Background: an optimization exercise with open tools, aiming at small area and a short achievable clock period. Do not read the settings as production practice. Where RTL was checked, it was by simulation tests only, not by an equivalence proof against the original. Only the layout flow was run in runs 1 and 2; the RTL was not checked for function there. Power figures rest on the tool's default switching activity, not on a simulated workload.

$ cat run.sh
#!/bin/bash
# synth_recipe.tcl (not shown) runs the flow's synth.tcl, then flattens the netlist and writes it again
# the make line also repeats each setting of config.mk as NAME=value (left out here)
make -C /OpenROAD-flow-scripts/flow DESIGN_CONFIG=/design/flow/config.mk WORK_HOME=/design/flow/orfs CLKGATE_MAP_FILE= SYNTH_SCRIPT=/design/flow/synth_recipe.tcl finish
$ cat config.mk
export PLATFORM = sky130hd
export DESIGN_NAME = rpn_cpu_core
export DESIGN_NICKNAME = rpn_cpu_core
export VERILOG_FILES = /design/flow/design.v
export SDC_FILE = /design/flow/constraint.sdc
export NUM_CORES = 4
export LEC_CHECK = 0
export CAP_MARGIN = 20
export CORE_MARGIN = 2
export CORE_UTILIZATION = 20
export SLEW_MARGIN = 20
$ cat constraint.sdc
create_clock -name core_clock -period 13.0 [get_ports {clk}]
set_input_delay 2.6000 -clock core_clock [delete_from_list [all_inputs] [get_ports {clk}]]
set_output_delay 2.6000 -clock core_clock [all_outputs]
set_load 0.01 [all_outputs]
$ cat design.v
module rpn_cpu_core #(
    parameter int DATA_W      = 8,
    parameter int NREG        = 32,
    parameter int ADDR_W      = 8,
    parameter int STACK_DEPTH = 4
) (
    input  logic                            clk,
    input  logic                            reset,
    input  logic                            step,
    input  logic [3:0]                      evt,
    input  logic [DATA_W-1:0]               din,
    input  logic [11+2*DATA_W+ADDR_W-1:0]   instr,
    output logic [ADDR_W-1:0]               ip,
    output logic [DATA_W-1:0]               dout,
    output logic [DATA_W-1:0]               gpo,
    output logic [DATA_W-1:0]               flags
);
    logic [7:0] regs_q [32];
    logic [255:0] rf_q;
    for (genvar i = 0; i < 32; i++) begin : g_unpack
        assign regs_q[i] = rf_q[8*i +: 8];
    end
    logic [7:0] stack_q [4];
    logic [7:0] ip_q;
    logic [2:0] sp_q;
    logic [3:0] grp;
    logic [2:0] cmd;
    logic [1:0] t1, t2;
    logic [7:0] a1, a2, addr;
    assign {grp, cmd, t1, a1, t2, a2, addr} = instr;
    logic [7:0] r1_dir, r1_ind, r2_dir, r2_ind, num1, num2, acc;
    logic [4:0] loc1, loc2;
    assign r1_dir = regs_q[a1[4:0]];
    assign r1_ind = regs_q[r1_dir[4:0]];
    assign r2_dir = regs_q[a2[4:0]];
    assign r2_ind = regs_q[r2_dir[4:0]];
    assign acc  = t1[0] ? (t1[1] ? regs_q[0] : r1_dir) : (t1[1] ? r1_ind : regs_q[0]);
    assign num1 = (t1 == 2'd1) ? r1_dir : (t1 == 2'd2) ? r1_ind : a1;
    assign num2 = (t2 == 2'd1) ? r2_dir : (t2 == 2'd2) ? r2_ind : a2;
    assign loc1 = (t1 == 2'd1) ? a1[4:0] : (t1 == 2'd2) ? r1_dir[4:0] : 5'd0;
    assign loc2 = (t2 == 2'd1) ? a2[4:0] : (t2 == 2'd2) ? r2_dir[4:0] : 5'd0;
    logic [8:0]  usum;
    logic        sad_ovf, umul_ovf, smul_ovf, ovf;
    logic signed [8:0]  ma, mb;
    logic signed [17:0] prod;
    assign usum     = {1'b0, acc} + {1'b0, num2};
    assign sad_ovf  = (acc[7] == num2[7]) & (usum[7] != acc[7]);
    assign ma       = {cmd[0] & acc[7], acc};
    assign mb       = {cmd[0] & num2[7], num2};
    assign prod     = ma * mb;
    assign umul_ovf = |prod[15:8];
    assign smul_ovf = ~((&prod[15:7]) | ~(|prod[15:7]));
    assign ovf      = cmd[1] ? (cmd[0] ? smul_ovf : umul_ovf) : (cmd[0] ? sad_ovf : usum[8]);
    logic [7:0] alu, shf, wd;
    always_comb begin
        case (cmd)
            3'd0, 3'd1: alu = usum[7:0];
            3'd2, 3'd3: alu = prod[7:0];
            3'd4:       alu = acc & num2;
            3'd5:       alu = acc | num2;
            default:    alu = acc ^ num2;
        endcase
        case (cmd)
            3'd1:    shf = {num1[6:0], 1'b0};
            3'd2:    shf = {1'b0, num1[7:1]};
            default: shf = num1;
        endcase
    end
    logic [8:0] diff;
    logic       eq, ult, slt, take;
    assign diff = {1'b0, num1} - {1'b0, num2};
    assign eq   = (num1 == num2);
    assign ult  = diff[8];
    assign slt  = ult ^ num1[7] ^ num2[7];
    always_comb begin
        case (cmd)
            3'd0:    take = 1'b1;
            3'd1:    take = eq;
            3'd2:    take = ult;
            3'd3:    take = slt;
            3'd4:    take = ult | eq;
            3'd5:    take = slt | eq;
            default: take = 1'b0;
        endcase
    end
    logic g1, g2, g3, g4, g5;
    assign g1 = step & (grp == 4'd1);
    assign g2 = step & (grp == 4'd2);
    assign g3 = step & (grp == 4'd3);
    assign g4 = step & (grp == 4'd4);
    assign g5 = step & (grp == 4'd5);
    logic       we;
    logic [4:0] wa;
    logic [7:0] wdr;
    assign we  = g1 | (g3 & (cmd != 3'd7));
    assign wa  = grp[1] ? loc1 : loc2;
    assign wd  = grp[1] ? alu : shf;
    assign wdr = reset ? 8'd0 : wd;
    logic [31:0] wen;
    assign wen = {32{reset}} | ({31'd0, we} << wa);
    logic       push_ok, pop_ok, stkerr;
    logic [7:0] fl_d;
    logic [7:0] cmd_mask;
    assign push_ok  = (sp_q != 3'd4);
    assign pop_ok   = (sp_q != 3'd0);
    assign stkerr   = g5 & ((cmd == 3'd0 & ~push_ok) | (cmd == 3'd1 & ~pop_ok));
    assign cmd_mask = 8'd1 << cmd;
    always_comb begin
        fl_d = (we & (wa == 5'd31)) ? wd : regs_q[31];
        if (g4) fl_d = regs_q[31] & ~cmd_mask;
        if (g3 & ~cmd[2]) fl_d[4] = ovf;
        if (g1 & (cmd == 3'd1)) fl_d[5] = num1[7];
        if (g1 & (cmd == 3'd2)) fl_d[5] = num1[0];
        if (stkerr) fl_d[6] = 1'b1;
        fl_d[3:0] = fl_d[3:0] | evt;
        if (reset) fl_d = 8'd0;
    end
    for (genvar i = 0; i < 31; i++) begin : g_reg
        if (i == 28) begin : g_din
            always_ff @(posedge clk) begin
                if (reset | evt[3]) rf_q[8*i +: 8] <= reset ? 8'd0 : din;
                else if (wen[i]) rf_q[8*i +: 8] <= wdr;
            end
        end else begin : g_gen
            always_ff @(posedge clk) if (wen[i]) rf_q[8*i +: 8] <= wdr;
        end
    end
    always_ff @(posedge clk) rf_q[255:248] <= fl_d;
    logic [7:0] ip_inc, ip_d;
    logic       jump;
    assign ip_inc = ip_q + 8'd1;
    always_comb begin
        ip_d = ip_inc;
        if (g2 & take) ip_d = addr;
        if (g4 & regs_q[31][cmd]) ip_d = addr;
        if (g5 & (cmd == 3'd0) & push_ok) ip_d = addr;
        if (g5 & (cmd == 3'd1) & pop_ok) ip_d = stack_q[2'(sp_q - 3'd1)];
    end
    always_ff @(posedge clk) begin
        if (reset) begin
            ip_q <= 8'd0;
            sp_q <= 3'd0;
        end else if (step) begin
            ip_q <= ip_d;
            if (g5 & (cmd == 3'd0) & push_ok) sp_q <= sp_q + 3'd1;
            if (g5 & (cmd == 3'd1) & pop_ok) sp_q <= sp_q - 3'd1;
        end
    end
    always_ff @(posedge clk) begin
        if (g5 & (cmd == 3'd0) & push_ok & ~reset) stack_q[sp_q[1:0]] <= ip_inc;
    end
    assign ip    = ip_q;
    assign dout  = rf_q[247:240];
    assign gpo   = rf_q[239:232];
    assign flags = rf_q[255:248];
endmodule
==> impl_results.md, run 1 <==
- H-tree Lvls: 2
- Worst-margin pin slew: 1300 ps
- CP Capture Type: flop
- Power per cell area: 203 nW/um^2
- Post-Route Setup TNS: 0 ps
- Top cell type's share of synthesized area: 33.3%
- Clock latency on the worst-skew pair: 630 ps
- DP HPWL: 134000 microns
- CTS root buffer: clkbuf_16
- Post-synth top cells: edfxtp_1, nor2_1, nand2_1, nand3_1, inv_1
- Post-DR vias/cell: 6.16
- Peak VDD IR: 276 uV
- Crit Path Max Fanout: 23
- Clk_skew: 56.6 ps
- Initial DRC Count: 5336
- Cells on worst reg2reg path: 39
- Routed len/inst: 38.6 microns
- Starting Density: 20.1%
- Slowest-stage cell, CP: o31ai_2
- Critical Path RT: 13450 ps
- FP Rows: 130
- # fillers: 13408
- Longest Clk Path Bufs: 3
- CTS tree: done
- Tcrit/Tclk final: 96.5%
- Sequential-to-total area share from yosys stat: 34.8%
- Mapped Avg Cell Area: 9.71 sq um
- Die width: 359 microns
- Boundary pin count: 82
- Netlist Area Pre-Place: 25300 sq um
- Max Slew Vio Count: 0
- Syn. warnings: 2
- Top post-synthesis cells by area: edfxtp_1, fa_1, mux2i_1, ha_1, nor2_1
- DIE HEIGHT: 359 microns
- Final WL: 176000 microns
- Setup violators final: 0
- Fmax: 79.7 MHz
- Fin Hold WS: 503 ps
- Total gr overflow: 0
- Hold buffers post-CTS: 0
- Reg2Reg Setup Slack: 2490 ps
- Hold Crit Depth: 2
- Min Tclk post-route: 12550 ps
- Router iterations before antenna repair: 9
- RSZ-0062 raised after global routing: no
- CTS Buf Count: 38
- Status: complete, no violations
- Vias in the first global route: 26462
- Initial antenna violation count: 19
- Slew headroom: 13.5%
- ANT nets after route: 0
- Max incr delay on CP: 710 ps
- Crit Path Class: in -> reg
- Worst Hold Class: reg -> reg
- Async SR Flop Fraction: 0%
- Leak Pwr: 0.0113 uW
- Critical Path Start Type: primary input
- Yosys reg bits: 299
- Nets@finish: 3036
- Via count: 28000
- Synth area leader: edfxtp_1
- Largest net degree at the start of global routing: 56
- Post-cts sizing count: 0
- Final hold vios: 0
- First-pass GRT wire length: 233000 microns
- EDFF count, synth: 280
- Max Cap Violations: 0
- Core footprint: 125000 sq um
- Die area: 129000 sq um
- Area Growth Syn to Fin: 23.1%
- RD Place Congestion: 1.20
- Most frequent cell after synthesis: edfxtp_1
- Post-CTS setup buffer count: 0
- Clk pin slew, worst setup/hold paths: 70 ps
- Post-route DRC: 0
- Worst Path Arrival: 13000 ps
- CTS sink count: 299
- Ys flop type: edfxtp_1
- Library cells used by synthesis: 123
- Tot GR Track Use: 26.1%
- Syn Inst Count: 2600
- Number of buffers inserted by port buffering: 81
- Share of cells above drive strength 1: 19.3%
- Syn_nets: 2778
final timing paths:
check | startpoint | endpoint
max | instr[8] | rf_q[252]$_SDFFE_PP0P_
min | sp_q[1]$_SDFFE_PP0P_ | sp_q[1]$_SDFFE_PP0P_
max reg2reg | rf_q[107]$_DFFE_PP_ | rf_q[252]$_SDFFE_PP0P_
min reg2reg | sp_q[1]$_SDFFE_PP0P_ | sp_q[1]$_SDFFE_PP0P_
flip-flops by register name, summed over array words and instances (netlist names):
name and count:
sp_q 3, rf_q 256, stack_q 32, ip_q 8
metrics by stage:
stage | cell area [sq um] | worst slack, ps | std cells | utilization [%] | total power, uW
2_1_floorplan | 25300 | 1770 | 2600 | - | 3400
3_3_place_gp | 29800 | 156 | 4468 | 23.8 | 5030
3_5_place_dp | 29800 | 277 | 4468 | 23.8 | 5010
4_1_cts | 31000 | 844 | 4537 | 24.8 | 6120
5_1_grt | 31100 | 124 | 4538 | 24.8 | 6530
6_report | 31100 | 449 | 4548 | 24.8 | 6300
routing by layer:
layer	vias to the layer above	routed length, microns	GRT usage, %	share of wire [%]
met2	2733	69400	36.8	40
li1	10694	-	-	-
met4	4	14000	16.2	8.0
met3	720	26900	10.9	15
met1	13849	65300	32.6	37
met5	-	31	0.148	0.018
critical path, delay by kind of cell:
family	cells	cell delay (ps)
XOR/XNOR	1	130
adder cells (fa/ha/maj)	8	2540
AO/OA/AOI/OAI	14	3550
AND/OR/NAND/NOR	10	2560
buffers and inverters	10	1590
power by group:
group	switching, uW	total [uW]	leakage (uW)	internal, uW
sequential	522	1780	0.00294	1260
clock	493	1090	0.000590	598
combinational	1960	3430	0.00777	1470
total	2970	6300	0.0113	3320
cell families after synthesis:
group / count (synthesis) / share of synthesized area [%]
xor gates and xnor gates: 35 / 1.32
and+or+nand+nor: 898 / 19.0
muxes: 166 / 7.70
buffers and inverters: 325 / 6.04
AOI/OAI and AO/OA: 748 / 22.8
adders and majority gates: 129 / 8.28
DFF: 299 / 34.8
layout make-up:
cell class	instances	area [sq um]	area share, %
Multi-Input combinational cell	1976	15100	48.5
Timing Repair Buffer	415	3400	10.9
Antenna cell	11	27.5	0.0885
Clock inverter	26	251	0.809
Inverter	128	480	1.55
Sequential cell	299	8790	28.3
Tap cell	1650	2060	6.64
Clock buffer	43	990	3.18
layout by cell type (no fill, tap or decap), types with 50 or more instances in the layout:
master,count
a22o_1,50
nor3_1,66
a21oi_1,89
ha_1,64
nand2_1,170
edfxtp_1,280
clkdlybuf4s50_1,70
inv_1,121
nor2_1,179
a22oi_1,91
mux2i_1,108
nand3_1,125
buf_4,323
fa_1,64
o21ai_0,55
==> run 2, diff against run 1 <==
--- a/design.v
+++ b/design.v
@@ -41,20 +41,26 @@
     assign loc2 = (t2 == 2'd1) ? a2[4:0] : (t2 == 2'd2) ? r2_dir[4:0] : 5'd0;
     logic [8:0]  usum;
-    logic        sad_ovf, umul_ovf, smul_ovf, ovf;
-    logic signed [8:0]  ma, mb;
-    logic signed [17:0] prod;
-    assign usum     = {1'b0, acc} + {1'b0, num2};
-    assign sad_ovf  = (acc[7] == num2[7]) & (usum[7] != acc[7]);
-    assign ma       = {cmd[0] & acc[7], acc};
-    assign mb       = {cmd[0] & num2[7], num2};
-    assign prod     = ma * mb;
-    assign umul_ovf = |prod[15:8];
-    assign smul_ovf = ~((&prod[15:7]) | ~(|prod[15:7]));
-    assign ovf      = cmd[1] ? (cmd[0] ? smul_ovf : umul_ovf) : (cmd[0] ? sad_ovf : usum[8]);
+    logic        sad_ovf, umul_ovf, smul_ok, ovf, mc8;
+    logic [15:0] mx, my;
+    logic [7:0]  mz, prod, mhx, mhy, zeq;
+    assign usum    = {1'b0, acc} + {1'b0, num2};
+    assign sad_ovf = (acc[7] == num2[7]) & (usum[7] != acc[7]);
+    rpn_mul8 u_mul (.a(acc), .b(num2), .s(cmd[0]), .x(mx), .y(my));
+    assign {mc8, mz} = {1'b0, mx[7:0]} + {1'b0, my[7:0]};
+    assign prod      = mz ^ {cmd[0], 7'd0};
+    assign mhx       = mx[15:8];
+    assign mhy       = my[15:8];
+    assign umul_ovf  = (|mhx) | (|mhy) | mc8;
+    assign zeq[0]    = (mhx[0] ^ mhy[0]) == mc8;
+    for (genvar i = 1; i < 8; i++) begin : g_zeq
+        assign zeq[i] = (mhx[i] ^ mhy[i]) == (mhx[i-1] | mhy[i-1]);
+    end
+    assign smul_ok   = &zeq;
+    assign ovf       = cmd[1] ? (cmd[0] ? ~smul_ok : umul_ovf) : (cmd[0] ? sad_ovf : usum[8]);
     logic [7:0] alu, shf, wd;
     always_comb begin
         case (cmd)
             3'd0, 3'd1: alu = usum[7:0];
-            3'd2, 3'd3: alu = prod[7:0];
+            3'd2, 3'd3: alu = prod;
             3'd4:       alu = acc & num2;
             3'd5:       alu = acc | num2;
@@ -155,2 +161,160 @@
     assign flags = rf_q[255:248];
 endmodule
+module rpn_mul8 (
+    input  logic [7:0]  a,
+    input  logic [7:0]  b,
+    input  logic        s,
+    output logic [15:0] x,
+    output logic [15:0] y
+);
+    wire p0_0 = a[0] & b[0];
+    wire p0_1 = a[0] & b[1];
+    wire p0_2 = a[0] & b[2];
+    wire p0_3 = a[0] & b[3];
+    wire p0_4 = a[0] & b[4];
+    wire p0_5 = a[0] & b[5];
+    wire p0_6 = a[0] & b[6];
+    wire p0_7 = (a[0] & b[7]) ^ s;
+    wire p1_0 = a[1] & b[0];
+    wire p1_1 = a[1] & b[1];
+    wire p1_2 = a[1] & b[2];
+    wire p1_3 = a[1] & b[3];
+    wire p1_4 = a[1] & b[4];
+    wire p1_5 = a[1] & b[5];
+    wire p1_6 = a[1] & b[6];
+    wire p1_7 = (a[1] & b[7]) ^ s;
+    wire p2_0 = a[2] & b[0];
+    wire p2_1 = a[2] & b[1];
+    wire p2_2 = a[2] & b[2];
+    wire p2_3 = a[2] & b[3];
+    wire p2_4 = a[2] & b[4];
+    wire p2_5 = a[2] & b[5];
+    wire p2_6 = a[2] & b[6];
+    wire p2_7 = (a[2] & b[7]) ^ s;
+    wire p3_0 = a[3] & b[0];
+    wire p3_1 = a[3] & b[1];
+    wire p3_2 = a[3] & b[2];
+    wire p3_3 = a[3] & b[3];
+    wire p3_4 = a[3] & b[4];
+    wire p3_5 = a[3] & b[5];
+    wire p3_6 = a[3] & b[6];
+    wire p3_7 = (a[3] & b[7]) ^ s;
+    wire p4_0 = a[4] & b[0];
+    wire p4_1 = a[4] & b[1];
+    wire p4_2 = a[4] & b[2];
+    wire p4_3 = a[4] & b[3];
+    wire p4_4 = a[4] & b[4];
+    wire p4_5 = a[4] & b[5];
+    wire p4_6 = a[4] & b[6];
+    wire p4_7 = (a[4] & b[7]) ^ s;
+    wire p5_0 = a[5] & b[0];
+    wire p5_1 = a[5] & b[1];
+    wire p5_2 = a[5] & b[2];
+    wire p5_3 = a[5] & b[3];
+    wire p5_4 = a[5] & b[4];
+    wire p5_5 = a[5] & b[5];
+    wire p5_6 = a[5] & b[6];
+    wire p5_7 = (a[5] & b[7]) ^ s;
+    wire p6_0 = a[6] & b[0];
+    wire p6_1 = a[6] & b[1];
+    wire p6_2 = a[6] & b[2];
+    wire p6_3 = a[6] & b[3];
+    wire p6_4 = a[6] & b[4];
+    wire p6_5 = a[6] & b[5];
+    wire p6_6 = a[6] & b[6];
+    wire p6_7 = (a[6] & b[7]) ^ s;
+    wire p7_0 = (a[7] & b[0]) ^ s;
+    wire p7_1 = (a[7] & b[1]) ^ s;
+    wire p7_2 = (a[7] & b[2]) ^ s;
+    wire p7_3 = (a[7] & b[3]) ^ s;
+    wire p7_4 = (a[7] & b[4]) ^ s;
+    wire p7_5 = (a[7] & b[5]) ^ s;
+    wire p7_6 = (a[7] & b[6]) ^ s;
+    wire p7_7 = a[7] & b[7];
+    wire hs0 = p0_6 ^ p1_5;
+    wire hc0 = p0_6 & p1_5;
+    wire fs0 = p0_7 ^ p1_6 ^ p2_5;
+    wire fc0 = (p0_7 & p1_6) | (p0_7 & p2_5) | (p1_6 & p2_5);
+    wire fs1 = p3_4 ^ p4_3 ^ p5_2;
+    wire fc1 = (p3_4 & p4_3) | (p3_4 & p5_2) | (p4_3 & p5_2);
+    wire fs2 = p1_7 ^ p2_6 ^ p3_5;
+    wire fc2 = (p1_7 & p2_6) | (p1_7 & p3_5) | (p2_6 & p3_5);
+    wire fs3 = p4_4 ^ p5_3 ^ p6_2;
+    wire fc3 = (p4_4 & p5_3) | (p4_4 & p6_2) | (p5_3 & p6_2);
+    wire fs4 = p2_7 ^ p3_6 ^ p4_5;
+    wire fc4 = (p2_7 & p3_6) | (p2_7 & p4_5) | (p3_6 & p4_5);
+    wire hs1 = p0_4 ^ p1_3;
+    wire hc1 = p0_4 & p1_3;
+    wire fs5 = p0_5 ^ p1_4 ^ p2_3;
+    wire fc5 = (p0_5 & p1_4) | (p0_5 & p2_3) | (p1_4 & p2_3);
+    wire hs2 = p3_2 ^ p4_1;
+    wire hc2 = p3_2 & p4_1;
+    wire fs6 = p2_4 ^ p3_3 ^ p4_2;
+    wire fc6 = (p2_4 & p3_3) | (p2_4 & p4_2) | (p3_3 & p4_2);
+    wire fs7 = p5_1 ^ p6_0 ^ hs0;
+    wire fc7 = (p5_1 & p6_0) | (p5_1 & hs0) | (p6_0 & hs0);
+    wire fs8 = p6_1 ^ p7_0 ^ s;
+    wire fc8 = (p6_1 & p7_0) | (p6_1 & s) | (p7_0 & s);
+    wire fs9 = fs0 ^ fs1 ^ hc0;
+    wire fc9 = (fs0 & fs1) | (fs0 & hc0) | (fs1 & hc0);
+    wire fs10 = p7_1 ^ s ^ fs2;
+    wire fc10 = (p7_1 & s) | (p7_1 & fs2) | (s & fs2);
+    wire fs11 = fs3 ^ fc0 ^ fc1;
+    wire fc11 = (fs3 & fc0) | (fs3 & fc1) | (fc0 & fc1);
+    wire fs12 = p5_4 ^ p6_3 ^ p7_2;
+    wire fc12 = (p5_4 & p6_3) | (p5_4 & p7_2) | (p6_3 & p7_2);
+    wire fs13 = fs4 ^ fc2 ^ fc3;
+    wire fc13 = (fs4 & fc2) | (fs4 & fc3) | (fc2 & fc3);
+    wire fs14 = p3_7 ^ p4_6 ^ p5_5;
+    wire fc14 = (p3_7 & p4_6) | (p3_7 & p5_5) | (p4_6 & p5_5);
+    wire fs15 = p6_4 ^ p7_3 ^ fc4;
+    wire fc15 = (p6_4 & p7_3) | (p6_4 & fc4) | (p7_3 & fc4);
+    wire fs16 = p4_7 ^ p5_6 ^ p6_5;
+    wire fc16 = (p4_7 & p5_6) | (p4_7 & p6_5) | (p5_6 & p6_5);
+    wire hs3 = p0_3 ^ p1_2;
+    wire hc3 = p0_3 & p1_2;
+    wire fs17 = p2_2 ^ p3_1 ^ p4_0;
+    wire fc17 = (p2_2 & p3_1) | (p2_2 & p4_0) | (p3_1 & p4_0);
+    wire fs18 = p5_0 ^ fs5 ^ hs2;
+    wire fc18 = (p5_0 & fs5) | (p5_0 & hs2) | (fs5 & hs2);
+    wire fs19 = fs6 ^ fs7 ^ fc5;
+    wire fc19 = (fs6 & fs7) | (fs6 & fc5) | (fs7 & fc5);
+    wire fs20 = fs8 ^ fs9 ^ fc6;
+    wire fc20 = (fs8 & fs9) | (fs8 & fc6) | (fs9 & fc6);
+    wire fs21 = fs10 ^ fs11 ^ fc8;
+    wire fc21 = (fs10 & fs11) | (fs10 & fc8) | (fs11 & fc8);
+    wire fs22 = fs12 ^ fs13 ^ fc10;
+    wire fc22 = (fs12 & fs13) | (fs12 & fc10) | (fs13 & fc10);
+    wire fs23 = fs14 ^ fs15 ^ fc12;
+    wire fc23 = (fs14 & fs15) | (fs14 & fc12) | (fs15 & fc12);
+    wire fs24 = p7_4 ^ fs16 ^ fc14;
+    wire fc24 = (p7_4 & fs16) | (p7_4 & fc14) | (fs16 & fc14);
+    wire fs25 = p5_7 ^ p6_6 ^ p7_5;
+    wire fc25 = (p5_7 & p6_6) | (p5_7 & p7_5) | (p6_6 & p7_5);
+    wire hs4 = p0_2 ^ p1_1;
+    wire hc4 = p0_2 & p1_1;
+    wire fs26 = p2_1 ^ p3_0 ^ hs3;
+    wire fc26 = (p2_1 & p3_0) | (p2_1 & hs3) | (p3_0 & hs3);
+    wire fs27 = hs1 ^ fs17 ^ hc3;
+    wire fc27 = (hs1 & fs17) | (hs1 & hc3) | (fs17 & hc3);
+    wire fs28 = hc1 ^ fs18 ^ fc17;
+    wire fc28 = (hc1 & fs18) | (hc1 & fc17) | (fs18 & fc17);
+    wire fs29 = hc2 ^ fs19 ^ fc18;
+    wire fc29 = (hc2 & fs19) | (hc2 & fc18) | (fs19 & fc18);
+    wire fs30 = fc7 ^ fs20 ^ fc19;
+    wire fc30 = (fc7 & fs20) | (fc7 & fc19) | (fs20 & fc19);
+    wire fs31 = fc9 ^ fs21 ^ fc20;
+    wire fc31 = (fc9 & fs21) | (fc9 & fc20) | (fs21 & fc20);
+    wire fs32 = fc11 ^ fs22 ^ fc21;
+    wire fc32 = (fc11 & fs22) | (fc11 & fc21) | (fs22 & fc21);
+    wire fs33 = fc13 ^ fs23 ^ fc22;
+    wire fc33 = (fc13 & fs23) | (fc13 & fc22) | (fs23 & fc22);
+    wire fs34 = fc15 ^ fs24 ^ fc23;
+    wire fc34 = (fc15 & fs24) | (fc15 & fc23) | (fs24 & fc23);
+    wire fs35 = fc16 ^ fs25 ^ fc24;
+    wire fc35 = (fc16 & fs25) | (fc16 & fc24) | (fs25 & fc24);
+    wire fs36 = p6_7 ^ p7_6 ^ fc25;
+    wire fc36 = (p6_7 & p7_6) | (p6_7 & fc25) | (p7_6 & fc25);
+    assign x = {s, p7_7, fs36, fs35, fs34, fs33, fs32, fs31, fs30, fs29, fs28, fs27, fs26, p2_0, p0_1, p0_0};
+    assign y = {1'b0, fc36, fc35, fc34, fc33, fc32, fc31, fc30, fc29, fc28, fc27, fc26, hc4, hs4, p1_0, 1'b0};
+endmodule
--- a/config.mk
+++ b/config.mk
@@ -8,4 +8,5 @@
 export CAP_MARGIN = 20
 export CORE_MARGIN = 2
-export CORE_UTILIZATION = 20
+export CORE_UTILIZATION = 45
+export SETUP_SLACK_MARGIN = 3.5
 export SLEW_MARGIN = 20
==> run 2 against run 1 <==
Net effect:
- the run now fails in global routing (5_1_grt)
- synthesized cell count down 0.77%
- synthesized area shrank 3.7%
==> impl_results.md, run 2 <==
- Status: aborted with a tool error
- Stopped at: global routing (5_1_grt)
- Error msg: [ERROR GRT-0116] Global routing finished with congestion. Check the congestion regions in the DRC Viewer.
- H-tree Lvls: 2
- Boundary pin count: 82
- Synth Area in Simple Gates: 20.6%
- Fraction of the mapped netlist area in compound gates: 24.3%
- Netlist Area Pre-Place: 24300 sq um
- Most frequent cell after synthesis: edfxtp_1
- CTS root buffer: clkbuf_16
- Syn_nets: 2717
- RD Place Congestion: 1.52
- Mapped Avg Cell Area: 9.43 sq um
- Post-Synth Adder-Cell Area: 5.66%
- Pre-CTS setup slack: 89.7 ps
- Yosys reg bits: 299
- DIE HEIGHT: 236 microns
- Top post-synthesis cells by area: edfxtp_1, a22oi_1, fa_1, nand2_1, nor2_1
- Syn Inst Count: 2580
- Top cell type's share of synthesized area: 34.6%
- Hold buffers post-CTS: 0
- First-pass GRT wire length: 265000 microns
- Async SR Flop Fraction: 0%
- Mux cell area share after synthesis: 5.73%
- Largest net degree at the start of global routing: 68
- Starting Density: 45.4%
- Library cells used by synthesis: 106
- Tot GR Track Use: 68.9%
- CTS Buf Count: 36
- Longest Clk Path Bufs: 3
- Syn. warnings: 2
- Die width: 236 microns
- Vias in the first global route: 31350
- Sequential-to-total area share from yosys stat: 36.1%
- Ys flop type: edfxtp_1
- EDFF count, synth: 280
- FP Rows: 85
- DP HPWL: 130000 microns
- Post-synth top cells: edfxtp_1, nand2_1, nor2_1, a22oi_1, nand3_1
- Post-synthesis xor/xnor area fraction: 1.76%
- Number of buffers inserted by port buffering: 81
- Largest family of logic cells by synthesized area: compound AO/OA/AOI/OAI gates
- Synth area leader: edfxtp_1
- CTS sink count: 299
- Total gr overflow: 11
-- run 2: cell types whose count changed after synthesis, sizes merged, moves of 25 or more --
cell    change
a22oi      +31
clkbuf     +33
nand4      +41
fa         -27
inv        -25
mux2i      -48
-- run 2: power by group through the flow --
stage          Combinational (uW)  Clock (uW)  Sequential, uW
2_1_floorplan                1340           0            1360
3_3_place_gp                 2100           0            1640
3_5_place_dp                 2150           0            1620
4_1_cts                      2670        1110            1610
-- run 2: cell families after synthesis --
logic type	count (synthesis)
buf+inv	319
fa+ha+maj	88
compound gates	776
mux	112
xor+xnor	46
simple gates	940
flops	299
-- run 2: how the worst min path moves through the flow --
stage / startpoint / to
CTS: sp_q[1]$_SDFFE_PP0P_ / sp_q[1]$_SDFFE_PP0P_
detailed placement: sp_q[1]$_SDFFE_PP0P_ / sp_q[1]$_SDFFE_PP0P_
global placement: sp_q[1]$_SDFFE_PP0P_ / sp_q[1]$_SDFFE_PP0P_
floorplan: sp_q[1]$_SDFFE_PP0P_ / sp_q[1]$_SDFFE_PP0P_
-- run 2: repair_timing --
| action | 4_1_cts |
|---|---|
| buffers inserted | 239 |
| endpoints found under the setup margin | 232 |
| cloned | 21 |
| gates resized for setup | 548 |
| pin swaps | 133 |
-- run 2: metal layers --
layer | overflow | global-route usage (%)
met3 | 0 | 54.1
met4 | 8 | 55.5
met1 | 0 | 76.4
met2 | 3 | 81.6
met5 | 0 | 28.9
-- run 2: per-stage QoR --
stage                     setup TNS [ps]  util [%]  hold WS, ps  cells  area, sq um
after CTS                              0      61.8          539   3675        33100
after detailed placement               0      50.2          531   3351        26900
after global placement             -8900      50.2          490   3351        26900
after floorplan                        0         -          481   2580        24600
==> run 3, diff against run 2 <==
--- a/design.v
+++ b/design.v
@@ -57,10 +57,9 @@
     end
     assign smul_ok   = &zeq;
-    assign ovf       = cmd[1] ? (cmd[0] ? ~smul_ok : umul_ovf) : (cmd[0] ? sad_ovf : usum[8]);
+    assign ovf       = cmd[0] ? sad_ovf : usum[8];
     logic [7:0] alu, shf, wd;
     always_comb begin
         case (cmd)
             3'd0, 3'd1: alu = usum[7:0];
-            3'd2, 3'd3: alu = prod;
             3'd4:       alu = acc & num2;
             3'd5:       alu = acc | num2;
@@ -101,6 +100,10 @@
     assign we  = g1 | (g3 & (cmd != 3'd7));
     assign wa  = grp[1] ? loc1 : loc2;
-    assign wd  = grp[1] ? alu : shf;
-    assign wdr = reset ? 8'd0 : wd;
+    logic       mulsel;
+    logic [7:0] wdo;
+    assign mulsel = grp[1] & (cmd[2:1] == 2'b01);
+    assign wd     = mulsel ? prod : grp[1] ? alu : shf;
+    assign wdo    = reset ? 8'd0 : grp[1] ? alu : shf;
+    assign wdr    = (mulsel & ~reset) ? prod : wdo;
     logic [31:0] wen;
     assign wen = {32{reset}} | ({31'd0, we} << wa);
@@ -115,5 +118,5 @@
         fl_d = (we & (wa == 5'd31)) ? wd : regs_q[31];
         if (g4) fl_d = regs_q[31] & ~cmd_mask;
-        if (g3 & ~cmd[2]) fl_d[4] = ovf;
+        if (g3 & ~cmd[2] & ~cmd[1]) fl_d[4] = ovf;
         if (g1 & (cmd == 3'd1)) fl_d[5] = num1[7];
         if (g1 & (cmd == 3'd2)) fl_d[5] = num1[0];
@@ -121,4 +124,5 @@
         fl_d[3:0] = fl_d[3:0] | evt;
         if (reset) fl_d = 8'd0;
+        if (g3 & ~cmd[2] & cmd[1] & ~reset) fl_d[4] = cmd[0] ? ~smul_ok : umul_ovf;
     end
     for (genvar i = 0; i < 31; i++) begin : g_reg
--- a/config.mk
+++ b/config.mk
@@ -9,4 +9,4 @@
 export CORE_MARGIN = 2
 export CORE_UTILIZATION = 45
-export SETUP_SLACK_MARGIN = 3.5
+export SETUP_SLACK_MARGIN = 2.5
 export SLEW_MARGIN = 20
==> run 3 against run 2 <==
Net effect:
- now clean on timing, DRC and antenna
- synthesized area shrank 0.63%
- synthesized cell count down 1.4%
==> impl_results.md, run 3 <==
- Post-Route Setup TNS: 0 ps
- CTS root buffer: clkbuf_16
- Cells after DPL: 3293
- Core footprint: 52900 sq um
- Max incr delay on CP: 600 ps
- Via count: 28781
- Cells on worst reg2reg path: 28
- Leak Pwr: 0.0104 uW
- # fillers: 4731
- Hold buffers post-CTS: 0
- Area Growth Syn to Fin: 16.1%
- Ys flop type: edfxtp_1
- Syn. warnings: 2
- Max FFs per register: 256
- Synth area leader: edfxtp_1
- RSZ-0062 raised after global routing: no
- Fmax: 93.1 MHz
- Initial antenna violation count: 19
- Post-DR vias/cell: 8.47
- Peak VDD IR: 237 uV
- Routed len/inst: 48.5 microns
- Worst-margin pin slew: 1310 ps
- Area of the multi-input gates: 14600 sq um
- Tot GR Track Use: 56.7%
- Post-route DRC: 0
- Slowest-stage cell, CP: and2_1
- First-pass GRT wire length: 216000 microns
- EDFF count, synth: 281
- Crit Path Max Fanout: 29
- CTS sink count: 299
- Hold Crit Depth: 2
- Library cells used by synthesis: 114
- Commonest non-fill, non-tap cell in the layout: edfxtp_1
- Syn Inst Count: 2543
- Final hold vios: 0
- Yosys reg bits: 299
- Critical Path Start Type: primary input
- Post-synth top cells: edfxtp_1, nand2_1, nor2_1, nand3_1, mux2i_1
- H-tree Lvls: 1
- Number of buffers inserted by port buffering: 81
- Die area: 55600 sq um
- Mapped Avg Cell Area: 9.50 sq um
- CTS tree: done
- CTS Buf Count: 29
- Placed inst area: 26300 sq um
- Critical Path RT: 13320 ps
- Netlist Area Pre-Place: 24200 sq um
- Die width: 236 microns
- Worst Path Arrival: 11060 ps
- Slew headroom: 11.8%
- Tcrit/Tclk final: 82.6%
- Initial DRC Count: 6644
- ANT nets after route: 0
- Setup violators final: 0
- Share of cells above drive strength 1: 17.7%
- Nets@finish: 2796
- Boundary pin count: 82
- Hold EP: sp_q[1]$_SDFFE_PP0P_
- Power per cell area: 173 nW/um^2
- Top post-synthesis cells by area: edfxtp_1, mux2i_1, a22oi_1, fa_1, nand2_1
- Longest Clk Path Bufs: 3
- FP Rows: 84
- DIE HEIGHT: 236 microns
- Largest net degree at the start of global routing: 55
- Router iterations before antenna repair: 33
- Final non-filler cell total: 3396
- CP Capture Type: flop
- Worst Hold Class: reg -> reg
- R2r endpoint: rf_q[252]$_DFFE_PP_
- Final WL: 165000 microns
- Max Cap Violations: 0
- Largest reg by FF count: rf_q
- Min Tclk post-route: 10740 ps
- Most frequent cells in the layout: edfxtp_1, buf_4, nand2_1
- Status: complete, no violations
- Top cell type's share of synthesized area: 34.9%
- Storage element area: 8800 sq um
- Clk_skew: 46.0 ps
- Most frequent cell after synthesis: edfxtp_1
- Crit Path Class: in -> reg
- Total gr overflow: 0
- Clk pin slew, worst setup/hold paths: 80 ps
- Most used cell, CP: buf_4
- DP HPWL: 123000 microns
- Reg2Reg Setup Slack: 4120 ps
- Async SR Flop Fraction: 0%
- Design Area, Final: 28100 sq um
- Max Slew Vio Count: 0
- Vias in the first global route: 25419
- Syn_nets: 2680
- FF-to-FF Start: rf_q[228]$_DFFE_PP_
- RD Place Congestion: 1.24
- Clock latency on the worst-skew pair: 610 ps
- Sequential-to-total area share from yosys stat: 36.4%
- Worst Min Path Start: sp_q[1]$_SDFFE_PP0P_
- Starting Density: 45.7%
[run 3: cell types whose count changed after synthesis, sizes merged, moves of 14 or more]
cell / delta
a21oi: -14
nor3: +21
and3: +23
nand4: -25
mux2i: +40
a21o: -21
o21bai: -17
a22oi: -23
[run 3: final cells by class]
type / count / area share (%)
Clock inverter: 24 / 0.780
Clock buffer: 30 / 2.60
Inverter: 96 / 1.32
Antenna cell: 26 / 0.232
Sequential cell: 299 / 31.4
Timing Repair Buffer: 287 / 8.57
Multi-Input combinational cell: 1946 / 52.1
Tap cell: 688 / 3.07
[run 3: worst max-delay path by stage]
stage	start	end	slack, ps	cells past startpoint
after floorplan	instr[12]	rf_q[103]$_DFFE_PP_	2770	28
after global routing	instr[12]	rf_q[151]$_DFFE_PP_	2410	33
after detailed placement	instr[11]	rf_q[15]$_DFFE_PP_	1130	29
final	instr[21]	rf_q[252]$_DFFE_PP_	2260	31
after CTS	instr[12]	rf_q[151]$_DFFE_PP_	2500	31
after global placement	instr[12]	rf_q[151]$_DFFE_PP_	1100	30
[run 3: cells by family (layout without fill, tap and decap cells)]
logic type | after synthesis | in the layout | synth area share, %
flip-flops | 299 | 299 | 36.4
AO/OA/AOI/OAI | 692 | 692 | 21.8
other | 0 | 26 | 0
adder cells (fa/ha/maj) | 90 | 90 | 5.78
buffers and inverters | 299 | 437 | 5.74
AND/OR/NAND/NOR | 966 | 967 | 21.4
XOR/XNOR | 43 | 43 | 1.64
multiplexers | 154 | 154 | 7.33
[run 3: report_power, final]
part / leakage [uW] / switching (uW) / internal (uW) / total (uW)
Combinational: 0.00693 / 1410 / 864 / 2280
Sequential: 0.00300 / 467 / 1230 / 1700
Clock: 0.000459 / 413 / 457 / 871
[run 3: per-stage QoR]
step / power (uW) / worst slack [ps] / util, % / hold slack, ps
6_report: 4850 / 2260 / 53.1 / 563
5_1_grt: 4880 / 2410 / 53.0 / 590
4_1_cts: 4550 / 2500 / 52.1 / 562
3_5_place_dp: 3660 / 1130 / 49.8 / 548
3_3_place_gp: 3640 / 1100 / 49.8 / 524
2_1_floorplan: 2670 / 2770 / - / 506
[run 3: routing by layer]
| layer | share of wire [%] | vias to the layer above | track usage, % |
|---|---|---|---|
| met3 | 20 | 1155 | 36.5 |
| met4 | 9.7 | 24 | 37.4 |
| li1 | - | 10222 | - |
| met1 | 33 | 13688 | 66.9 |
| met5 | 0.28 | - | 1.82 |
| met2 | 37 | 3692 | 74.5 |
[run 3: worst max-delay path, delay by kind of cell]
kind | cells | cell delay, ps
adder cells (fa/ha/maj) | 5 | 2310
XOR/XNOR | 2 | 290
AND/OR/NAND/NOR | 8 | 2170
AO/OA/AOI/OAI | 9 | 2270
buffers and inverters | 7 | 1370
[run 3: what timing repair did]
item | CTS | global route
endpoints found under the setup margin | 63 | 93
cloned | 0 | 1
gates resized for setup | 50 | 91
buffers inserted | 9 | 13
pin swaps | 3 | 12
==> run 4, diff against run 3 <==
--- a/design.v
+++ b/design.v
@@ -29,13 +29,13 @@
     logic [7:0] a1, a2, addr;
     assign {grp, cmd, t1, a1, t2, a2, addr} = instr;
-    logic [7:0] r1_dir, r1_ind, r2_dir, r2_ind, num1, num2, acc;
+    logic [7:0] r1_dir, r2_dir, num1, num2, acc;
     logic [4:0] loc1, loc2;
-    assign r1_dir = regs_q[a1[4:0]];
-    assign r1_ind = regs_q[r1_dir[4:0]];
-    assign r2_dir = regs_q[a2[4:0]];
-    assign r2_ind = regs_q[r2_dir[4:0]];
-    assign acc  = t1[0] ? (t1[1] ? regs_q[0] : r1_dir) : (t1[1] ? r1_ind : regs_q[0]);
-    assign num1 = (t1 == 2'd1) ? r1_dir : (t1 == 2'd2) ? r1_ind : a1;
-    assign num2 = (t2 == 2'd1) ? r2_dir : (t2 == 2'd2) ? r2_ind : a2;
+    rpn_rdport u_r1d (.d(rf_q), .s(a1[4:0]), .q(r1_dir));
+    rpn_rdport u_r2d (.d(rf_q), .s(a2[4:0]), .q(r2_dir));
+    rpn_rdsel2 u_r1i (.d(rf_q), .s(r1_dir[4:0]), .en(t1 == 2'd2),
+                      .alt_a((t1 == 2'd1) ? r1_dir : regs_q[0]),
+                      .alt_b((t1 == 2'd1) ? r1_dir : a1), .qa(acc), .qb(num1));
+    rpn_rdsel u_r2i (.d(rf_q), .s(r2_dir[4:0]), .en(t2 == 2'd2),
+                     .alt((t2 == 2'd1) ? r2_dir : a2), .q(num2));
     assign loc1 = (t1 == 2'd1) ? a1[4:0] : (t1 == 2'd2) ? r1_dir[4:0] : 5'd0;
     assign loc2 = (t2 == 2'd1) ? a2[4:0] : (t2 == 2'd2) ? r2_dir[4:0] : 5'd0;
@@ -165,4 +165,32 @@
     assign flags = rf_q[255:248];
 endmodule
+module rpn_rdport (
+    input  logic [255:0] d,
+    input  logic [4:0]   s,
+    output logic [7:0]   q
+);
+    assign q = d[8*s +: 8];
+endmodule
+module rpn_rdsel (
+    input  logic [255:0] d,
+    input  logic [4:0]   s,
+    input  logic         en,
+    input  logic [7:0]   alt,
+    output logic [7:0]   q
+);
+    assign q = en ? d[8*s +: 8] : alt;
+endmodule
+module rpn_rdsel2 (
+    input  logic [255:0] d,
+    input  logic [4:0]   s,
+    input  logic         en,
+    input  logic [7:0]   alt_a,
+    input  logic [7:0]   alt_b,
+    output logic [7:0]   qa,
+    output logic [7:0]   qb
+);
+    assign qa = en ? d[8*s +: 8] : alt_a;
+    assign qb = en ? d[8*s +: 8] : alt_b;
+endmodule
 module rpn_mul8 (
     input  logic [7:0]  a,
@@ -238,14 +266,14 @@
     wire hs0 = p0_6 ^ p1_5;
     wire hc0 = p0_6 & p1_5;
-    wire fs0 = p0_7 ^ p1_6 ^ p2_5;
-    wire fc0 = (p0_7 & p1_6) | (p0_7 & p2_5) | (p1_6 & p2_5);
+    wire fs0 = s ^ p1_6 ^ p2_5;
+    wire fc0 = (s & p1_6) | (s & p2_5) | (p1_6 & p2_5);
     wire fs1 = p3_4 ^ p4_3 ^ p5_2;
     wire fc1 = (p3_4 & p4_3) | (p3_4 & p5_2) | (p4_3 & p5_2);
-    wire fs2 = p1_7 ^ p2_6 ^ p3_5;
-    wire fc2 = (p1_7 & p2_6) | (p1_7 & p3_5) | (p2_6 & p3_5);
+    wire fs2 = s ^ p2_6 ^ p3_5;
+    wire fc2 = (s & p2_6) | (s & p3_5) | (p2_6 & p3_5);
     wire fs3 = p4_4 ^ p5_3 ^ p6_2;
     wire fc3 = (p4_4 & p5_3) | (p4_4 & p6_2) | (p5_3 & p6_2);
-    wire fs4 = p2_7 ^ p3_6 ^ p4_5;
-    wire fc4 = (p2_7 & p3_6) | (p2_7 & p4_5) | (p3_6 & p4_5);
+    wire fs4 = p3_6 ^ p4_5 ^ p5_4;
+    wire fc4 = (p3_6 & p4_5) | (p3_6 & p5_4) | (p4_5 & p5_4);
     wire hs1 = p0_4 ^ p1_3;
     wire hc1 = p0_4 & p1_3;
@@ -258,22 +286,22 @@
     wire fs7 = p5_1 ^ p6_0 ^ hs0;
     wire fc7 = (p5_1 & p6_0) | (p5_1 & hs0) | (p6_0 & hs0);
-    wire fs8 = p6_1 ^ p7_0 ^ s;
-    wire fc8 = (p6_1 & p7_0) | (p6_1 & s) | (p7_0 & s);
+    wire fs8 = p6_1 ^ p0_7 ^ p7_0;
+    wire fc8 = (p6_1 & p0_7) | (p6_1 & p7_0) | (p0_7 & p7_0);
     wire fs9 = fs0 ^ fs1 ^ hc0;
     wire fc9 = (fs0 & fs1) | (fs0 & hc0) | (fs1 & hc0);
-    wire fs10 = p7_1 ^ s ^ fs2;
-    wire fc10 = (p7_1 & s) | (p7_1 & fs2) | (s & fs2);
+    wire fs10 = p1_7 ^ p7_1 ^ fs2;
+    wire fc10 = (p1_7 & p7_1) | (p1_7 & fs2) | (p7_1 & fs2);
     wire fs11 = fs3 ^ fc0 ^ fc1;
     wire fc11 = (fs3 & fc0) | (fs3 & fc1) | (fc0 & fc1);
-    wire fs12 = p5_4 ^ p6_3 ^ p7_2;
-    wire fc12 = (p5_4 & p6_3) | (p5_4 & p7_2) | (p6_3 & p7_2);
+    wire fs12 = p6_3 ^ p2_7 ^ p7_2;
+    wire fc12 = (p6_3 & p2_7) | (p6_3 & p7_2) | (p2_7 & p7_2);
     wire fs13 = fs4 ^ fc2 ^ fc3;
     wire fc13 = (fs4 & fc2) | (fs4 & fc3) | (fc2 & fc3);
-    wire fs14 = p3_7 ^ p4_6 ^ p5_5;
-    wire fc14 = (p3_7 & p4_6) | (p3_7 & p5_5) | (p4_6 & p5_5);
-    wire fs15 = p6_4 ^ p7_3 ^ fc4;
-    wire fc15 = (p6_4 & p7_3) | (p6_4 & fc4) | (p7_3 & fc4);
-    wire fs16 = p4_7 ^ p5_6 ^ p6_5;
-    wire fc16 = (p4_7 & p5_6) | (p4_7 & p6_5) | (p5_6 & p6_5);
+    wire fs14 = p4_6 ^ p5_5 ^ p6_4;
+    wire fc14 = (p4_6 & p5_5) | (p4_6 & p6_4) | (p5_5 & p6_4);
+    wire fs15 = p3_7 ^ p7_3 ^ fc4;
+    wire fc15 = (p3_7 & p7_3) | (p3_7 & fc4) | (p7_3 & fc4);
+    wire fs16 = p5_6 ^ p6_5 ^ p4_7;
+    wire fc16 = (p5_6 & p6_5) | (p5_6 & p4_7) | (p6_5 & p4_7);
     wire hs3 = p0_3 ^ p1_2;
     wire hc3 = p0_3 & p1_2;
@@ -294,6 +322,6 @@
     wire fs24 = p7_4 ^ fs16 ^ fc14;
     wire fc24 = (p7_4 & fs16) | (p7_4 & fc14) | (fs16 & fc14);
-    wire fs25 = p5_7 ^ p6_6 ^ p7_5;
-    wire fc25 = (p5_7 & p6_6) | (p5_7 & p7_5) | (p6_6 & p7_5);
+    wire fs25 = p6_6 ^ p5_7 ^ p7_5;
+    wire fc25 = (p6_6 & p5_7) | (p6_6 & p7_5) | (p5_7 & p7_5);
     wire hs4 = p0_2 ^ p1_1;
     wire hc4 = p0_2 & p1_1;
==> flow/run.sh (new file) <==
#!/bin/bash
# Standard ORFS layout, except that:
# - each register-file read port (modules rpn_rdport, rpn_rdsel, rpn_rdsel2) is synthesised
#   from a hand-mapped cell netlist (printed by flow/rdgen.py: a one-hot AND-OR of a22oi
#   cells) instead of Yosys/ABC's mapping; all registers and the rest of the design go
#   through the standard synthesis unchanged;
# - the port buffers are buf_1 cells (resized later where timing needs it).
set -euo pipefail
python3 flow/rdgen.py > rdport_map.v 2> rdgen.log
python3 flow/subst.py design.v rdport_map.v design_mapped.v > subst.log 2>&1
bash standard.sh VERILOG_FILES="$PWD/design_mapped.v" \
    "BUFFER_PORTS_ARGS=-buffer_cell sky130_fd_sc_hd__buf_1" finish > standard.log 2>&1
==> flow/rdgen.py (new file) <==
#!/usr/bin/env python3
"""Emit the register-file read ports hand-mapped onto sky130_fd_sc_hd cells, for the layout
flow to substitute for their behavioural modules:
  rpn_rdport  q = d[8*s +: 8]
  rpn_rdsel   q = en ? d[8*s +: 8] : alt
  rpn_rdsel2  qa = en ? d[8*s +: 8] : alt_a;  qb = en ? d[8*s +: 8] : alt_b
Each is a one-hot decoder of s, then per bit an AND-OR of 32 terms: 16 a22oi cells, four
nand4 and a nor2/nand2 pair (the rdsel ports do their en/alt selection in the last gates)."""
P = "sky130_fd_sc_hd__"


def port(name, outs):
    L = []
    n = [0]

    def inst(cell, **pins):
        n[0] += 1
        conn = ", ".join(f".{k}({v})" for k, v in pins.items())
        L.append(f"    {P}{cell} u{n[0]} ({conn});")

    def wire(*names):
        L.append("    wire " + ", ".join(names) + ";")

    wire(*[f"sn{i}" for i in range(5)])
    for i in range(5):
        inst("inv_1", A=f"s[{i}]", Y=f"sn{i}")
    wire(*[f"nl{k}" for k in range(4)], *[f"nh{m}" for m in range(8)])
    for k in range(4):
        inst("nand2_1", A="s[0]" if k & 1 else "sn0", B="s[1]" if k & 2 else "sn1", Y=f"nl{k}")
    for m in range(8):
        inst("nand3_1", A="s[2]" if m & 1 else "sn2", B="s[3]" if m & 2 else "sn3",
             C="s[4]" if m & 4 else "sn4", Y=f"nh{m}")
    wire(*[f"e{i}" for i in range(32)])
    for i in range(32):
        inst("nor2_1", A=f"nl{i & 3}", B=f"nh{i >> 2}", Y=f"e{i}")
    if outs:
        wire("enn")
        inst("inv_1", A="en", Y="enn")
    for b in range(8):
        ys = []
        for g in range(16):
            y = f"y{b}_{g}"
            wire(y)
            ys.append(y)
            inst("a22oi_1", A1=f"e{2*g}", A2=f"d[{8*(2*g)+b}]", B1=f"e{2*g+1}",
                 B2=f"d[{8*(2*g+1)+b}]", Y=y)
        z = [f"z{b}_{j}" for j in range(4)]
        wire(*z)
        for j in range(4):
            inst("nand4_1", A=ys[4*j], B=ys[4*j+1], C=ys[4*j+2], D=ys[4*j+3], Y=z[j])
        m = [f"m{b}_{j}" for j in range(2)]
        wire(*m)
        inst("nor2_1", A=z[0], B=z[1], Y=m[0])
        inst("nor2_1", A=z[2], B=z[3], Y=m[1])
        if not outs:
            inst("nand2_1", A=m[0], B=m[1], Y=f"q[{b}]")
        else:
            # r = ~(m0 & m1); w = en & r; q = w | (~en & alt) = en ? r : alt
            w = f"w{b}"
            wire(w)
            inst("a21oi_1", A1=m[0], A2=m[1], B1="enn", Y=w)
            for q, alt in outs:
                inst("a21o_1", A1="enn", A2=f"{alt}[{b}]", B1=w, X=f"{q}[{b}]")
    hdr = [f"module {name} (", "    input  logic [255:0] d,", "    input  logic [4:0]   s,"]
    if outs:
        hdr.append("    input  logic         en,")
        for q, alt in outs:
            hdr.append(f"    input  logic [7:0]   {alt},")
    outl = [f"    output logic [7:0]   {q}" for q, _ in outs] if outs else ["    output logic [7:0]   q"]
    hdr += [o + ("," if i < len(outl) - 1 else "") for i, o in enumerate(outl)]
    hdr.append(");")
    return "\n".join(hdr + L + ["endmodule", ""])


print(port("rpn_rdport", []))
print(port("rpn_rdsel", [("q", "alt")]))
print(port("rpn_rdsel2", [("qa", "alt_a"), ("qb", "alt_b")]))
==> flow/subst.py (new file) <==
#!/usr/bin/env python3
"""Write the design with each read-port module (rpn_rdport, rpn_rdsel, rpn_rdsel2) replaced by
its hand-mapped cell netlist from the map file.
usage: subst.py design.v rdport_map.v out.v"""
import re
import sys

src = open(sys.argv[1]).read()
bodies = {m.group(1): m.group(0) for m in re.finditer(r"^module\s+(\w+)\b.*?^endmodule\b",
                                                      open(sys.argv[2]).read(), flags=re.S | re.M)}
for name, body in bodies.items():
    src, n = re.subn(r"module\s+" + name + r"\b.*?\bendmodule\b", lambda _: body, src, count=1,
                     flags=re.S)
    if n != 1:
        sys.exit(f"module {name} not found in {sys.argv[1]}")
    print(f"replaced {name} ({len(body.splitlines())} lines)")
open(sys.argv[3], "w").write(src)
==> standard.sh (new file) <==
#!/bin/bash
# synth_recipe.tcl (not shown) runs the flow's synth.tcl, then flattens the netlist and writes it again
# the make line also repeats each setting of config.mk as NAME=value (left out here)
make -C /OpenROAD-flow-scripts/flow DESIGN_CONFIG=/design/flow/config.mk WORK_HOME=/design/flow/orfs CLKGATE_MAP_FILE= SYNTH_SCRIPT=/design/flow/synth_recipe.tcl "${@:-finish}"
--- a/config.mk
+++ b/config.mk
@@ -7,6 +7,9 @@
 export LEC_CHECK = 0
 export CAP_MARGIN = 20
+export CELL_PAD_IN_SITES_DETAIL_PLACEMENT = 1
 export CORE_MARGIN = 2
-export CORE_UTILIZATION = 45
+export CORE_UTILIZATION = 35
+export CTS_BUF_LIST = sky130_fd_sc_hd__clkbuf_8
+export PLACE_DENSITY = 0.5
 export SETUP_SLACK_MARGIN = 2.5
 export SLEW_MARGIN = 20
removed: run.sh
==> run 4 against run 3 <==
Net effect:
- sequential share of layout area increased by 6.8 points
- non-clock buffer count is 150 lower
- count of clock-buffer cells in the layout increased by 24
- sequential power shrank 18%
- first-iteration DRC count fell by 56%
- cell area down 18%
- synthesized cell count fell by 22%
- combinational power decreased by about 40%
- routed wire length is 39% lower
- clock power increased by 2.4%
- power is 25% lower
- largest cell class unchanged
- highest routed layer unchanged
==> impl_results.md, run 4 <==
- Share of cells above drive strength 1: 12.7%
- RD Place Congestion: 1.05
- Initial antenna violation count: 3
- Syn. warnings: 2
- Syn Inst Count: 1992
- Nets@finish: 2286
- DP HPWL: 74700 microns
- Worst Setup SP: instr[8]
- Post-synthesis xor/xnor area fraction: 1.89%
- CTS tree: done
- Synth area leader: edfxtp_1
- Worst setup margin: 2470 ps
- Worst Hold Class: reg -> reg
- Via count: 20148
- Area Growth Syn to Fin: 15.5%
- Die width: 243 microns
- Fin Hold WS: 635 ps
- Worst Path Arrival: 10860 ps
- First-pass GRT wire length: 144000 microns
- Largest reg by FF count: rf_q
- Max Slew Vio Count: 0
- Post-layout util: 40.9%
- Tot GR Track Use: 33.5%
- Core footprint: 56400 sq um
- Final WL: 101000 microns
- Min Tclk post-route: 10530 ps
- Slew headroom: 23.6%
- Max Cap Violations: 0
- Power per cell area: 158 nW/um^2
- Router iterations before antenna repair: 7
- Status: complete, no violations
- Post-DR vias/cell: 6.84
- Post-route DRC: 0
- Power share of the clock group: 24.5%
- Most frequent cell after synthesis: a22oi_1
- Hold buffers post-CTS: 0
- Setup violators final: 0
- Critical Path RT: 13320 ps
- FF-to-FF Start: rf_q[178]$_DFFE_PP_
- Ys flop type: edfxtp_1
- Mux cell area share after synthesis: 2.00%
- Critical Path Start Type: primary input
- CTS root buffer: clkbuf_8
- Longest Clk Path Bufs: 3
- ANT nets after route: 0
- Pre-CTS setup slack: 1700 ps
- DIE HEIGHT: 243 microns
- Library cells used by synthesis: 76
- Die area: 58900 sq um
- Leak Pwr: 0.00780 uW
- Number of buffers inserted by port buffering: 81
- Peak VDD IR: 200 uV
- Fmax: 94.9 MHz
- FP Rows: 87
- Syn_nets: 2131
- Top cell type's share of synthesized area: 42.3%
- Final non-filler cell total: 2947
- Largest family of logic cells by synthesized area: compound AO/OA/AOI/OAI gates
- Clk_skew: 57.3 ps
- Boundary pin count: 82
- Psw: 1500 uW
- Crit Path Max Fanout: 30
- Fraction of the mapped netlist area in compound gates: 26.5%
- Most frequent cells in the layout: a22oi_1, edfxtp_1, nor2_1
- Total gr overflow: 0
- Top post-synthesis cells by area: edfxtp_1, a22oi_1, nor2_1, nand4_1, fa_1
- H-tree Lvls: 2
- Yosys reg bits: 299
- RSZ-0062 raised after global routing: no
- Tcrit/Tclk final: 81.0%
- Netlist Area Pre-Place: 19900 sq um
- Largest net degree at the start of global routing: 41
- CTS Buf Count: 52
- Post-synth top cells: a22oi_1, edfxtp_1, nor2_1, nand2_1, nand4_1
- Sw frac: 41.3%
- Worst-margin pin slew: 1140 ps
- Initial DRC Count: 2895
- Clock latency on the worst-skew pair: 670 ps
- Clk pin slew, worst setup/hold paths: 70 ps
- Int Power: 2140 uW
- Synth Area in Simple Gates: 15.9%
- Max FFs per register: 256
- Commonest non-fill, non-tap cell in the layout: a22oi_1
- Async SR Flop Fraction: 0%
- CP Capture Type: flop
- Post-Route Setup TNS: 0 ps
- Starting Density: 35.4%
- Crit Path Class: in -> reg
- Routed len/inst: 34.2 microns
- Combinational Power Share: 37.3%
- CTS sink count: 299
- Post-Synth Adder-Cell Area: 7.05%
- EDFF count, synth: 281
- Sequential-to-total area share from yosys stat: 44.1%
- Cells after DPL: 2831
- Final hold vios: 0
- Mapped Avg Cell Area: 10.0 sq um
- Sequential power share: 38.2%
- Worst Min Path Start: sp_q[1]$_SDFFE_PP0P_
- Vias in the first global route: 19826
run 4: changes by cell type in the layout (fill, tap and decap cells not counted), sizes merged, moves of 39 or more:
cell / change
a221oi: -40
a22o: -51
a22oi: +414
and2: -43
and3: -76
buf: -83
clkdlybuf4s50: -70
mux2i: -98
nand3: -64
nand4: +76
nor2: +98
nor3: -83
o21ai: -39
run 4: what timing repair did:
item / 4_1_cts / 5_1_grt
cloned: 0 / 0
gates resized for setup: 9 / 126
setup buffers: 0 / 18
pin swaps: 0 / 9
setup endpoints to repair: 31 / 95
run 4: final timing paths:
check        slack, ps  cells after the start                   end
max               2470                     28   rf_q[207]$_DFFE_PP_
min reg2reg        640                      2  sp_q[1]$_SDFFE_PP0P_
min                640                      2  sp_q[1]$_SDFFE_PP0P_
max reg2reg       4940                     26   rf_q[207]$_DFFE_PP_
run 4: layout make-up:
type,instances,area [sq um]
Clock inverter,42,315
Timing Repair Buffer,137,756
Tap cell,756,946
Fill cell,6457,33400
Multi-Input combinational cell,1562,11100
Antenna cell,2,5.00
Clock buffer,54,743
Inverter,95,357
Sequential cell,299,8800
run 4: power by group through the flow:
stage	Clock (uW)	Combinational [uW]	Sequential [uW]
floorplan	0	825	1310
global placement	0	1260	1410
detailed placement	0	1290	1390
CTS	918	1300	1380
global route	952	1470	1400
finish	892	1360	1390
run 4: worst max-delay path, cell delays in order:
cell and delay (ps):
buf_1 230, nand2_1 380, nor2_1 810, a22oi_1 150, nand4_1 270, nor2_1 130, nand2_1 160, nand2_1 410
nor2_1 830, a22oi_1 150, nand4_1 220, nor2_1 60, a21oi_1 160, a21o_1 350, inv_1 230, nor2_1 200
fa_1 470, fa_1 560, inv_1 50, fa_1 500, inv_1 60, fa_1 450, ha_1 310, xor2_1 160
xnor2_1 340, o221a_2 300, nor2_2 40, buf_4 250
run 4: through the flow:
stage / instance area [sq um] / power, uW
after floorplan: 19900 / 2140
after global placement: 21300 / 2670
after detailed placement: 21400 / 2680
after CTS: 22400 / 3590
after global routing: 23000 / 3820
final: 23000 / 3640
run 4: kinds of logic after synthesis:
group / Yosys count
AOI/OAI and AO/OA: 727
xor gates and xnor gates: 43
DFF: 299
and+or+nand+nor: 679
muxes: 24
buffers and inverters: 131
adders and majority gates: 89
run 4: per-layer routing:
layer | share of wire, % | vias to the layer above | GRT usage [%]
met5 | 0.026 | - | 0
met4 | 5.1 | 4 | 14.2
met3 | 8.9 | 278 | 5.61
met2 | 45 | 1326 | 53.2
met1 | 41 | 10219 | 45.2
li1 | - | 8321 | -
==> run 5, diff against run 4 <==
--- a/config.mk
+++ b/config.mk
@@ -12,4 +12,4 @@
 export CTS_BUF_LIST = sky130_fd_sc_hd__clkbuf_8
 export PLACE_DENSITY = 0.5
-export SETUP_SLACK_MARGIN = 2.5
+export SETUP_SLACK_MARGIN = 3.5
 export SLEW_MARGIN = 20
==> run 5 against run 4 <==
Net effect:
- synthesized area is the same
- sequential share of layout area shrank 3.2 points
- power grew 4.3%
- die area is the same
- combinational power grew 11%
- setup slack gained 1000 ps
- worst hold slack gained 4.3 ps
- clock skew grew 7.9 ps
- fmax grew 11%
- count of clock-buffer cells in the layout is the same
- global-route usage grew 0.63 points
- critical path depth grew 1
- critical path type unchanged
- largest power group is now combinational cells
==> impl_results.md, run 5 <==
- Total gr overflow: 0
- ANT nets after route: 0
- Longest Clk Path Bufs: 3
- Setup violators final: 0
- Final non-filler cell total: 3043
- Hold buffers post-CTS: 0
- Worst-margin pin slew: 1210 ps
- Die width: 243 microns
- CP Capture Type: flop
- Area of the multi-input gates: 12300 sq um
- Initial DRC Count: 2960
- Cells after DPL: 2831
- Slew headroom: 18.6%
- Tot GR Track Use: 34.1%
- Final hold vios: 0
- H-tree Lvls: 2
- CTS tree: done
- Power per cell area: 151 nW/um^2
- Number of buffers inserted by port buffering: 81
- First-pass GRT wire length: 147000 microns
- Leak Pwr: 0.00845 uW
- Initial antenna violation count: 5
- Placed inst area: 21400 sq um
- Most used cell, CP: fa_1
- Most frequent cells in the layout: a22oi_1, edfxtp_1, nand4_1
- Max Cap Violations: 0
- Share of cells above drive strength 1: 23.3%
- EDFF count, synth: 281
- FF-to-FF Start: rf_q[180]$_DFFE_PP_
- Min Tclk post-route: 9490 ps
- Critical Path Start Type: primary input
- Post-synth top cells: a22oi_1, edfxtp_1, nor2_1, nand2_1, nand4_1
- Post-Route Setup TNS: 0 ps
- Sequential-to-total area share from yosys stat: 44.1%
- Clk pin slew, worst setup/hold paths: 70 ps
- Status: complete, no violations
- Fin Hold WS: 640 ps
- Critical Path RT: 13370 ps
- Crit Path Max Fanout: 8
- Largest reg by FF count: rf_q
- Nets@finish: 2381
- CTS Buf Count: 52
- CTS root buffer: clkbuf_8
- Largest net degree at the start of global routing: 41
- Die area: 58900 sq um
- GR peak layer: met2
- Boundary pin count: 82
- Max Slew Vio Count: 0
- Area Growth Syn to Fin: 26.2%
- Max incr delay on CP: 560 ps
- Tcrit/Tclk final: 73.0%
- Post-route DRC: 0
- Ys flop type: edfxtp_1
- Storage element area: 8800 sq um
- Starting Density: 35.4%
- Library cells used by synthesis: 76
- Routed len/inst: 34.2 microns
- Netlist Area Pre-Place: 19900 sq um
- Via count: 20846
- Top cell type's share of synthesized area: 42.3%
- Synth area leader: edfxtp_1
- CTS sink count: 299
- # fillers: 6315
- Design Area, Final: 25200 sq um
- Final WL: 104000 microns
- Met2 Track Usage GR: 54.6%
- Max FFs per register: 256
- Most frequent cell after synthesis: a22oi_1
- Yosys reg bits: 299
- Core footprint: 56400 sq um
- Final Power: 3800 uW
- Fmax: 105 MHz
- DIE HEIGHT: 243 microns
- FP Rows: 87
- Slowest-stage cell, CP: fa_1
- Router iterations before antenna repair: 7
- Worst Hold Class: reg -> reg
- RD Place Congestion: 1.05
- Worst Setup SP: instr[21]
- DP HPWL: 74700 microns
- Post-DR vias/cell: 6.85
- Commonest non-fill, non-tap cell in the layout: a22oi_1
- Syn. warnings: 2
- Peak VDD IR: 200 uV
- Clk_skew: 65.2 ps
- GR Util met1: 44.9%
- Syn_nets: 2131
- Crit Path Class: in -> reg
- Worst Path Arrival: 9860 ps
- RSZ-0062 raised after global routing: yes
- Clock latency on the worst-skew pair: 680 ps
- Vias in the first global route: 20474
- Syn Inst Count: 1992
- Async SR Flop Fraction: 0%
- Worst Min Path Start: sp_q[2]$_SDFFE_PP0P_
- Grt met3 use: 6.15%
- Mapped Avg Cell Area: 10.0 sq um
- Top post-synthesis cells by area: edfxtp_1, a22oi_1, nor2_1, nand4_1, fa_1
==> run 5: cell counts after synthesis <==
No cell type changed its count.
==> run 5: repair_timing <==
action / in CTS / in global routing
gates resized for setup: 318 / 133
pin swaps: 36 / 45
endpoints found under the setup margin: 128 / 126
endpoints found under the hold margin: 0 / 0
gates cloned: 0 / 0
setup buffers: 61 / 51
==> run 5: stage by stage <==
| step | utilization, % | worst slack (ps) |
|---|---|---|
| after global placement | 37.9 | 1630 |
| final | 44.6 | 3510 |
| after floorplan | - | 4150 |
| after CTS | 42.7 | 3510 |
| after detailed placement | 37.9 | 1700 |
| after global routing | 44.6 | 3430 |
==> run 5: cells by family after synthesis <==
logic type | after synthesis | synth area share (%)
AO/OA/AOI/OAI | 727 | 26.5
AND/OR/NAND/NOR | 679 | 15.9
flip-flops | 299 | 44.1
buffers and inverters | 131 | 2.53
adder cells (fa/ha/maj) | 89 | 7.05
XOR/XNOR | 43 | 1.89
multiplexers | 24 | 2.00
==> run 5: layout make-up <==
type                            instances  area share, %
Clock inverter                         42           1.25
Tap cell                              756           3.76
Timing Repair Buffer                  232           6.52
Antenna cell                            3         0.0298
Inverter                               95           1.56
Clock buffer                           54           2.95
Sequential cell                       299           35.0
Multi-Input combinational cell       1562           48.9
==> run 5: power breakdown <==
group	internal, uW	total, uW	switching, uW
logic	524	1510	984
registers	1210	1390	186
clock network	471	894	424
==> run 5: critical path: cells and delay by family <==
kind / cells / cell delay (ps)
AOI/OAI and AO/OA: 6 / 1460
buffers and inverters: 5 / 780
and+or+nand+nor: 11 / 2260
xor gates and xnor gates: 2 / 400
adders and majority gates: 5 / 2310
==> run 5: worst paths after layout <==
kind                                             end  slack, ps  depth (start not counted)
worst min-delay path            sp_q[2]$_SDFFE_PP0P_        640                          3
worst min register to register  sp_q[2]$_SDFFE_PP0P_        640                          3
worst max register to register   rf_q[231]$_DFFE_PP_       5760                         25
worst max-delay path             rf_q[231]$_DFFE_PP_       3510                         29
==> run 5: metal layers <==
metal | part of all wire [%] | up-vias
met1 | 40 | 10572
met5 | 0.037 | -
met3 | 9.0 | 324
met2 | 45 | 1404
met4 | 5.7 | 6
li1 | - | 8540

## separate check: timing with driven ports
Ports are ideal in the flow. The routed layouts listed here were re-timed in OpenROAD. Step 1 assumes that a clkbuf_16 drives the clock port and a buf_2 every other input. Step 2 also shifts input and output timing later by t, the mid clock arrival at the registers, as if the neighbouring blocks saw the same clock. Slacks: no drivers / after step 1 / after step 2; pairs: no drivers / after step 1.
| run | t, ns | setup WS [ns] | hold slack, ns |
|---|---|---|---|
| run 1 | 0.670 | 0.449 / 0.487 / -0.183 | 0.503 / 0.503 / 0.503 |
| run 3 | 0.648 | 2.262 / 2.296 / 1.648 | 0.563 / 0.563 / 0.563 |
| run 4 | 0.700 | 2.465 / 2.495 / 1.796 | 0.635 / 0.635 / 0.635 |
| run 5 | 0.705 | 3.512 / 3.463 / 2.759 | 0.640 / 0.640 / 0.640 |
Met with ideal ports but missed after step 2: setup timing in run 1. The setup slack of run 5, which loses most, moves by -0.049 ns with the drivers and by -0.753 ns with both steps.
